Background: an optimization exercise with open tools, aiming at small area, a short achievable clock period and few clock cycles per item. Do not read the settings as production practice. Function was checked by simulation only, so behaviour that the tests miss may differ from the original. The clock port is modelled as an ideal driver, which makes a skipped or thinned clock tree look cheaper than it is; a real chip needs a root buffer or a tree. Power is estimated from default activity; no workload was simulated.

run A:
## trimmed_mean_ph_converter
module trimmed_mean_ph_converter
#(
    parameter int WINDOW      = DEF_WINDOW,
    parameter int DROP        = DEF_DROP,
    parameter int SAMPLE_BITS = DEF_SAMPLE_BITS
) (
    input  logic                   i_clk,
    input  logic                   i_rst_n,
    input  logic                   i_start,
    output logic                   o_busy,
    input  logic [SAMPLE_BITS-1:0] i_sample,
    output logic                   o_valid,
    output logic signed [PH_W-1:0] o_ph_milli,
    output logic [TSUM_W-1:0]      o_trimmed_sum,
    input  logic                   i_cfg_valid,
    output logic                   o_cfg_ready,
    input  logic [CFG_IDX_W-1:0]   i_cfg_index,
    input  logic [CFG_DATA_W-1:0]  i_cfg_data
);
    logic [SAMPLE_BITS-1:0] w_x;
    logic w_xv, w_first, w_pop_ok, w_pfirst, w_last;
    assign o_cfg_ready = 1'b1;
    tmpc_ctrl #(
        .WINDOW      (WINDOW),
        .DROP        (DROP),
        .SAMPLE_BITS (SAMPLE_BITS)
    ) u_ctrl (
        .i_clk    (i_clk),
        .i_rst_n  (i_rst_n),
        .i_start  (i_start),
        .i_sample (i_sample),
        .o_busy   (o_busy),
        .o_x      (w_x),
        .o_xv     (w_xv),
        .o_first  (w_first),
        .o_pop_ok (w_pop_ok),
        .o_pfirst (w_pfirst),
        .o_last   (w_last)
    );
    tmpc_dp #(
        .SAMPLE_BITS (SAMPLE_BITS)
    ) u_dp (
        .i_clk         (i_clk),
        .i_rst_n       (i_rst_n),
        .i_x           (w_x),
        .i_xv          (w_xv),
  ...
clock: 8.0 ns
lec_check: 0
abc_area: 1
cap_margin: 20
core_margin: 2
core_utilization: 40
slew_margin: 20
standard.sh (not shown) runs the stock make flow with config.mk's settings and CLKGATE_MAP_FILE= SYNTH_SCRIPT=/design/flow/synth_recipe.tcl, a recipe that flattens the netlist after the stock synthesis.
==> flow/flow/run.sh <==
#!/bin/bash
set -euo pipefail
export BUFFER_PORTS_ARGS="-buffer_cell sky130_fd_sc_hd__buf_2"
export CTS_ARGS="-sink_clustering_enable -repair_clock_nets -dont_use_dummy_load -sink_clustering_size 25 -sink_clustering_max_diameter 150 -buf_list sky130_fd_sc_hd__clkbuf_16 -root_buf sky130_fd_sc_hd__clkbuf_16 -distance_between_buffers 2000 -branching_point_buffers_distance 2000"
export POST_CTS_TCL="$(pwd)/flow/post_cts.tcl"
bash standard.sh SETUP_SLACK_MARGIN=5.5 finish > make_finish.log 2>&1
==> flow/flow/post_cts.tcl <==
# After clock tree synthesis: if the tree has a middle level between the root
# buffer (the one driven by the clock port) and the leaf buffers, and the
# root can drive all leaf buffers itself, drive them from the root and remove
# the middle buffers. Every register still gets its clock through the root
# buffer and one leaf buffer.
set block [ord::get_db_block]
set clk_net [[$block findBTerm i_clk] getNet]
set root ""
foreach it [$clk_net getITerms] {
  set m [[$it getInst] getMaster]
  if {[string match "*clkbuf*" [$m getName]]} { set root [$it getInst] }
}
if {$root ne ""} {
  set root_net [[$root findITerm X] getNet]
  set mids {}
  set leaves 0
  set ok 1
  foreach it [$root_net getITerms] {
    set inst [$it getInst]
    if {$inst == $root} continue
    if {![string match "*clkbuf*" [[$inst getMaster] getName]]} { set ok 0; continue }
    lappend mids $inst
    set out [[$inst findITerm X] getNet]
    foreach lt [$out getITerms] {
      if {[$lt getInst] == $inst} continue
      if {![string match "*clkbuf*" [[[$lt getInst] getMaster] getName]]} { set ok 0 }
      incr leaves
    }
  }
  puts "post_cts: root [$root getName], [llength $mids] middle buffers, $leaves leaf buffers, ok $ok"
  if {$ok && [llength $mids] > 0 && $leaves <= 16} {
    foreach mid $mids {
      set out [[$mid findITerm X] getNet]
      foreach lt [$out getITerms] {
        if {[$lt getInst] == $mid} continue
        $lt disconnect
        $lt connect $root_net
      }
      [$mid findITerm A] disconnect
      [$mid findITerm X] disconnect
      puts "post_cts: removed [$mid getName]"
      odb::dbInst_destroy $mid
      odb::dbNet_destroy $out
    }
  }
}
Testbench counts of run A, summed over its fixed seeds: cycles 16,272, windows 1,600.
## Diff of input files: run B against run A
# run A
export LEC_CHECK = 0
export ABC_AREA = 1
export CAP_MARGIN = 20
export CORE_MARGIN = 2
export CORE_UTILIZATION = 40
export SLEW_MARGIN = 20
create_clock -name core_clock -period 8.0 [get_ports {i_clk}]
# run B
export LEC_CHECK = 0
export CAP_MARGIN = 20
export CORE_MARGIN = 2
export CORE_UTILIZATION = 40
export SLEW_MARGIN = 20
create_clock -name core_clock -period 8.0 [get_ports {i_clk}]
==> flow/flow/run.sh <==
#!/bin/bash
set -euo pipefail
export BUFFER_PORTS_ARGS="-buffer_cell sky130_fd_sc_hd__buf_2"
export CTS_ARGS="-sink_clustering_enable -repair_clock_nets -dont_use_dummy_load -sink_clustering_size 25 -sink_clustering_max_diameter 150 -buf_list sky130_fd_sc_hd__clkbuf_16 -root_buf sky130_fd_sc_hd__clkbuf_16 -distance_between_buffers 2000 -branching_point_buffers_distance 2000"
bash standard.sh SETUP_SLACK_MARGIN=5.2 finish > make_finish.log 2>&1
removed: flow/flow/post_cts.tcl
## What came out
Run B vs run A: synthesized cell count down by more than 10%. Looking at area added between synthesis and finish across run A and run B, the one that comes out higher is run A. Fmax: run B lower than run A. Relative to run A, the die area of run B is lower by 3.1%. Sort run A and run B by setup slack desc -> top: run A. Post-layout minimum cycle time, run A and run B: larger value in run B. Part of the power in combinational logic (higher): run A. In run B the detail-routed net length per standard cell turned out 1.5 um higher than in run A. Total global routing track utilization on run B is down relative to run A.
> inputs changed (run B -> run C)
# run B
export LEC_CHECK = 0
export CAP_MARGIN = 20
export CORE_MARGIN = 2
export CORE_UTILIZATION = 40
export SLEW_MARGIN = 20
create_clock -name core_clock -period 8.0 [get_ports {i_clk}]
# run C
export LEC_CHECK = 0
export ABC_AREA = 1
export CAP_MARGIN = 20
export CORE_MARGIN = 2
export CORE_UTILIZATION = 40
export SLEW_MARGIN = 20
create_clock -name core_clock -period 8.0 [get_ports {i_clk}]
==> flow/flow/run.sh <==
#!/bin/bash
set -euo pipefail
export BUFFER_PORTS_ARGS="-buffer_cell sky130_fd_sc_hd__buf_2"
export CTS_ARGS="-sink_clustering_enable -repair_clock_nets -dont_use_dummy_load -sink_clustering_size 25 -sink_clustering_max_diameter 150 -buf_list sky130_fd_sc_hd__clkbuf_16 -root_buf sky130_fd_sc_hd__clkbuf_16 -distance_between_buffers 2000 -branching_point_buffers_distance 2000"
export POST_CTS_TCL="$(pwd)/flow/post_cts.tcl"
bash standard.sh SETUP_SLACK_MARGIN=5.6 finish > make_finish.log 2>&1
==> flow/flow/post_cts.tcl (new file) <==
# After clock tree synthesis: if the tree has a middle level between the root
# buffer (the one driven by the clock port) and the leaf buffers, and the
# root can drive all leaf buffers itself, drive them from the root and remove
# the middle buffers. Every register still gets its clock through the root
# buffer and one leaf buffer.
set block [ord::get_db_block]
set clk_net [[$block findBTerm i_clk] getNet]
set root ""
foreach it [$clk_net getITerms] {
  set m [[$it getInst] getMaster]
  if {[string match "*clkbuf*" [$m getName]]} { set root [$it getInst] }
}
if {$root ne ""} {
  set root_net [[$root findITerm X] getNet]
  set mids {}
  set leaves 0
  set ok 1
  foreach it [$root_net getITerms] {
    set inst [$it getInst]
    if {$inst == $root} continue
    if {![string match "*clkbuf*" [[$inst getMaster] getName]]} { set ok 0; continue }
    lappend mids $inst
    set out [[$inst findITerm X] getNet]
    foreach lt [$out getITerms] {
      if {[$lt getInst] == $inst} continue
      if {![string match "*clkbuf*" [[[$lt getInst] getMaster] getName]]} { set ok 0 }
      incr leaves
    }
  }
  puts "post_cts: root [$root getName], [llength $mids] middle buffers, $leaves leaf buffers, ok $ok"
  if {$ok && [llength $mids] > 0 && $leaves <= 16} {
    foreach mid $mids {
      set out [[$mid findITerm X] getNet]
      foreach lt [$out getITerms] {
        if {[$lt getInst] == $mid} continue
        $lt disconnect
        $lt connect $root_net
      }
      [$mid findITerm A] disconnect
      [$mid findITerm X] disconnect
      puts "post_cts: removed [$mid getName]"
      odb::dbInst_destroy $mid
      odb::dbNet_destroy $out
    }
  }
}
Findings:
- Looking at share of synthesized cell area in full adder, half adder and majority cells, run C sits 1.6 points lower than run B does.
- Number of iterations in the first detailed-routing pass came out lower on run C than on run B.
- When run C is set beside run B, its final net count turns out to be 381 larger.
- Looking at capture point of the worst path, the o_ph_milli[14] result is from run B; the o_ph_milli[11] one comes from run C.
- Sort run C and run B by non-clock buffer count in the final layout, descending, and run C comes first.
- Compared to run B, run C was floorplanned on a bigger die.
- Relative to run B, global routing usage on met2 has increased by 6.3 points in run C.
- Where total power of the final layout is concerned, run B is better than run C.
Edits applied to the flow inputs when going from run C to run D:
# run C
export LEC_CHECK = 0
export ABC_AREA = 1
export CAP_MARGIN = 20
export CORE_MARGIN = 2
export CORE_UTILIZATION = 40
export SLEW_MARGIN = 20
create_clock -name core_clock -period 8.0 [get_ports {i_clk}]
# run D
export LEC_CHECK = 0
export ABC_AREA = 1
export CAP_MARGIN = 20
export CORE_MARGIN = 2
export CORE_UTILIZATION = 65
export PLACE_DENSITY = 0.75
export SLEW_MARGIN = 20
create_clock -name core_clock -period 8.0 [get_ports {i_clk}]
==> flow/flow/run.sh <==
#!/bin/bash
# Layout flow: the standard ORFS flow (standard.sh, unchanged synthesis),
# with these changes to how the layout is made; the design, clock period and
# constraints are unchanged:
#  - every port still gets a buffer, but a plain sky130_fd_sc_hd__buf_2
#    instead of the delay cell buffer_ports picks by default;
#  - the clock tree uses clkbuf_16 clusters of up to 25 sinks and no dummy
#    loads; post_cts.tcl then drives the leaf buffers straight from the root
#    buffer and removes the middle level, so every register gets its clock
#    through the root buffer and one leaf buffer;
#  - timing repair aims for a setup slack margin of 5.4 ns.
# make's full output goes to make_finish.log in this folder; each ORFS step
# keeps its own log under orfs/logs/ (post_cts.tcl prints into 4_1_cts.log).
set -euo pipefail
export BUFFER_PORTS_ARGS="-buffer_cell sky130_fd_sc_hd__buf_2"
export CTS_ARGS="-sink_clustering_enable -repair_clock_nets -dont_use_dummy_load -sink_clustering_size 25 -sink_clustering_max_diameter 150 -buf_list sky130_fd_sc_hd__clkbuf_16 -root_buf sky130_fd_sc_hd__clkbuf_16 -distance_between_buffers 2000 -branching_point_buffers_distance 2000"
export POST_CTS_TCL="$(pwd)/flow/post_cts.tcl"
bash standard.sh SETUP_SLACK_MARGIN=5.4 finish > make_finish.log 2>&1
Notes after the runs:
Wire length (run C / run D): 1.13. Run D vs run C, timing endpoint of the critical path: o_ph_milli[5] vs o_ph_milli[11]. NOTE upper clock frequency limit run C->run D decreased slightly. In run D the final area turned out 6.8% lower than in run C. Between run C and run D, the flow reports global-route wire length before repair decreasing by a little under 10%. Cmp run D and run C / total chip power / higher: run C.
Changes in run E relative to run D:
# run D
export LEC_CHECK = 0
export ABC_AREA = 1
export CAP_MARGIN = 20
export CORE_MARGIN = 2
export CORE_UTILIZATION = 65
export PLACE_DENSITY = 0.75
export SLEW_MARGIN = 20
create_clock -name core_clock -period 8.0 [get_ports {i_clk}]
# run E
export LEC_CHECK = 0
export ABC_AREA = 1
export CAP_MARGIN = 20
export CORE_MARGIN = 2
export CORE_UTILIZATION = 55
export SLEW_MARGIN = 20
create_clock -name core_clock -period 8.0 [get_ports {i_clk}]
-- flow/flow/run.sh --
<<< run D, line 14
set -euo pipefail
export BUFFER_PORTS_ARGS="-buffer_cell sky130_fd_sc_hd__buf_2"
export CTS_ARGS="-sink_clustering_enable -repair_clock_nets -dont_use_dummy_load -sink_clustering_size 25 -sink_clustering_max_diameter 150 -buf_list sky130_fd_sc_hd__clkbuf_16 -root_buf sky130_fd_sc_hd__clkbuf_16 -distance_between_buffers 2000 -branching_point_buffers_distance 2000"
export POST_CTS_TCL="$(pwd)/flow/post_cts.tcl"
bash standard.sh SETUP_SLACK_MARGIN=5.4 finish > make_finish.log 2>&1
>>> run E, line 14
set -euo pipefail
export BUFFER_PORTS_ARGS="-buffer_cell sky130_fd_sc_hd__buf_2"
export CTS_ARGS="-sink_clustering_enable -repair_clock_nets -dont_use_dummy_load -sink_clustering_size 18 -sink_clustering_max_diameter 100 -buf_list sky130_fd_sc_hd__clkbuf_16 -root_buf sky130_fd_sc_hd__clkbuf_16 -distance_between_buffers 2000 -branching_point_buffers_distance 2000"
export POST_CTS_TCL="$(pwd)/flow/post_cts.tcl"
bash standard.sh SETUP_SLACK_MARGIN=5.4 finish > make_finish.log 2>&1
Results
- Where hold slack is concerned, run D is better than run E.
- Higher count of clock-buffer cells in the layout was reported by run E, not run D.
- Per the comparison of run E with run D, post-route cell area has increased, fraction of layout cells with a size suffix above 1 has increased, shortest clock period the worst path allows after layout has decreased, total wire length after detailed routing has increased, period utilization has remained practically unchanged.
- Max clock network power share across run E and run D: run E
- Run D reports its last element of the critical path as o_ph_milli[5] while run E reports o_trimmed_sum[11].
- The number of tapcells in run D is 0.830 times that in run E.
- The more densely filled core belongs to run D, not run E.
- Fmax, run E and run D: lower on run D
- Run D completed every stage of the flow, and the final layout passed the timing, design-rule and antenna checks.
- Run E: done, clean on timing, DRC and antenna
For run F, these inputs were changed with respect to run E:
# run E
export LEC_CHECK = 0
export ABC_AREA = 1
export CAP_MARGIN = 20
export CORE_MARGIN = 2
export CORE_UTILIZATION = 55
export SLEW_MARGIN = 20
create_clock -name core_clock -period 8.0 [get_ports {i_clk}]
# run F
export LEC_CHECK = 0
export ABC_AREA = 1
export CAP_MARGIN = 20
export CORE_MARGIN = 2
export CORE_UTILIZATION = 40
export SLEW_MARGIN = 20
create_clock -name core_clock -period 8.0 [get_ports {i_clk}]
==> flow/flow/run.sh <==
#!/bin/bash
set -euo pipefail
export BUFFER_PORTS_ARGS="-buffer_cell sky130_fd_sc_hd__buf_2"
export CTS_ARGS="-sink_clustering_enable -repair_clock_nets -dont_use_dummy_load -sink_clustering_size 25 -sink_clustering_max_diameter 150 -buf_list sky130_fd_sc_hd__clkbuf_16 -root_buf sky130_fd_sc_hd__clkbuf_16 -distance_between_buffers 2000 -branching_point_buffers_distance 2000"
export POST_CTS_TCL="$(pwd)/flow/post_cts.tcl"
bash standard.sh SETUP_SLACK_MARGIN=5.4 finish > make_finish.log 2>&1
Findings:
- Transition at the pin with the smallest max-transition slack for run F is higher than for run E.
- The share of the final layout cell area in sequential cells of run E and that of run F are within noise of each other.
- [compare] base=run E new=run F: final worst hold slack level; design area moved up; total power moved down; global-route wire length before repair moved up.
- Going from run E to run F, non-clock buffer count has increased, clock-pin slew on the worst setup and hold paths has increased.

## separate check: timing with driven ports
Ports are ideal in the flow. The routed layouts listed here were re-timed in OpenROAD.
Step 1, drivers: a clkbuf_16 drives i_clk and a buf_2 each remaining input, both assumed.
Step 2 adds t to the input delays and takes it off the output delays; t is the mean of the earliest and latest rising clock arrival at the registers after step 1. Input paths then give back, and output paths get back, about the clock's delay inside the block.
Three values: no drivers, after step 1, after step 2; two values: the first two.
run | t, ns | slack for setup (ns) | clock arrival spread, ns | worst slew at a driven data input, ns | pins driven straight from the clock port
run A | 0.435 | 5.511 / 5.460 / 5.138 | 0.051 / 0.050 | 0.06 | 1
run B | 0.496 | 5.255 / 5.207 / 5.083 | 0.047 / 0.047 | 0.04 | 1
run C | 0.430 | 5.491 / 5.445 / 5.331 | 0.060 / 0.060 | 0.04 | 1
run D | 0.421 | 5.475 / 5.429 / 5.268 | 0.055 / 0.054 | 0.03 | 1
run E | 0.455 | 5.483 / 5.436 / 5.072 | 0.033 / 0.033 | 0.04 | 1
run F | 0.436 | 5.484 / 5.432 / 5.152 | 0.050 / 0.050 | 0.06 | 1
After both steps every run listed still meets setup and hold. The setup slack of run E, which loses most, moves by -0.047 ns with the drivers and by -0.411 ns with both steps.
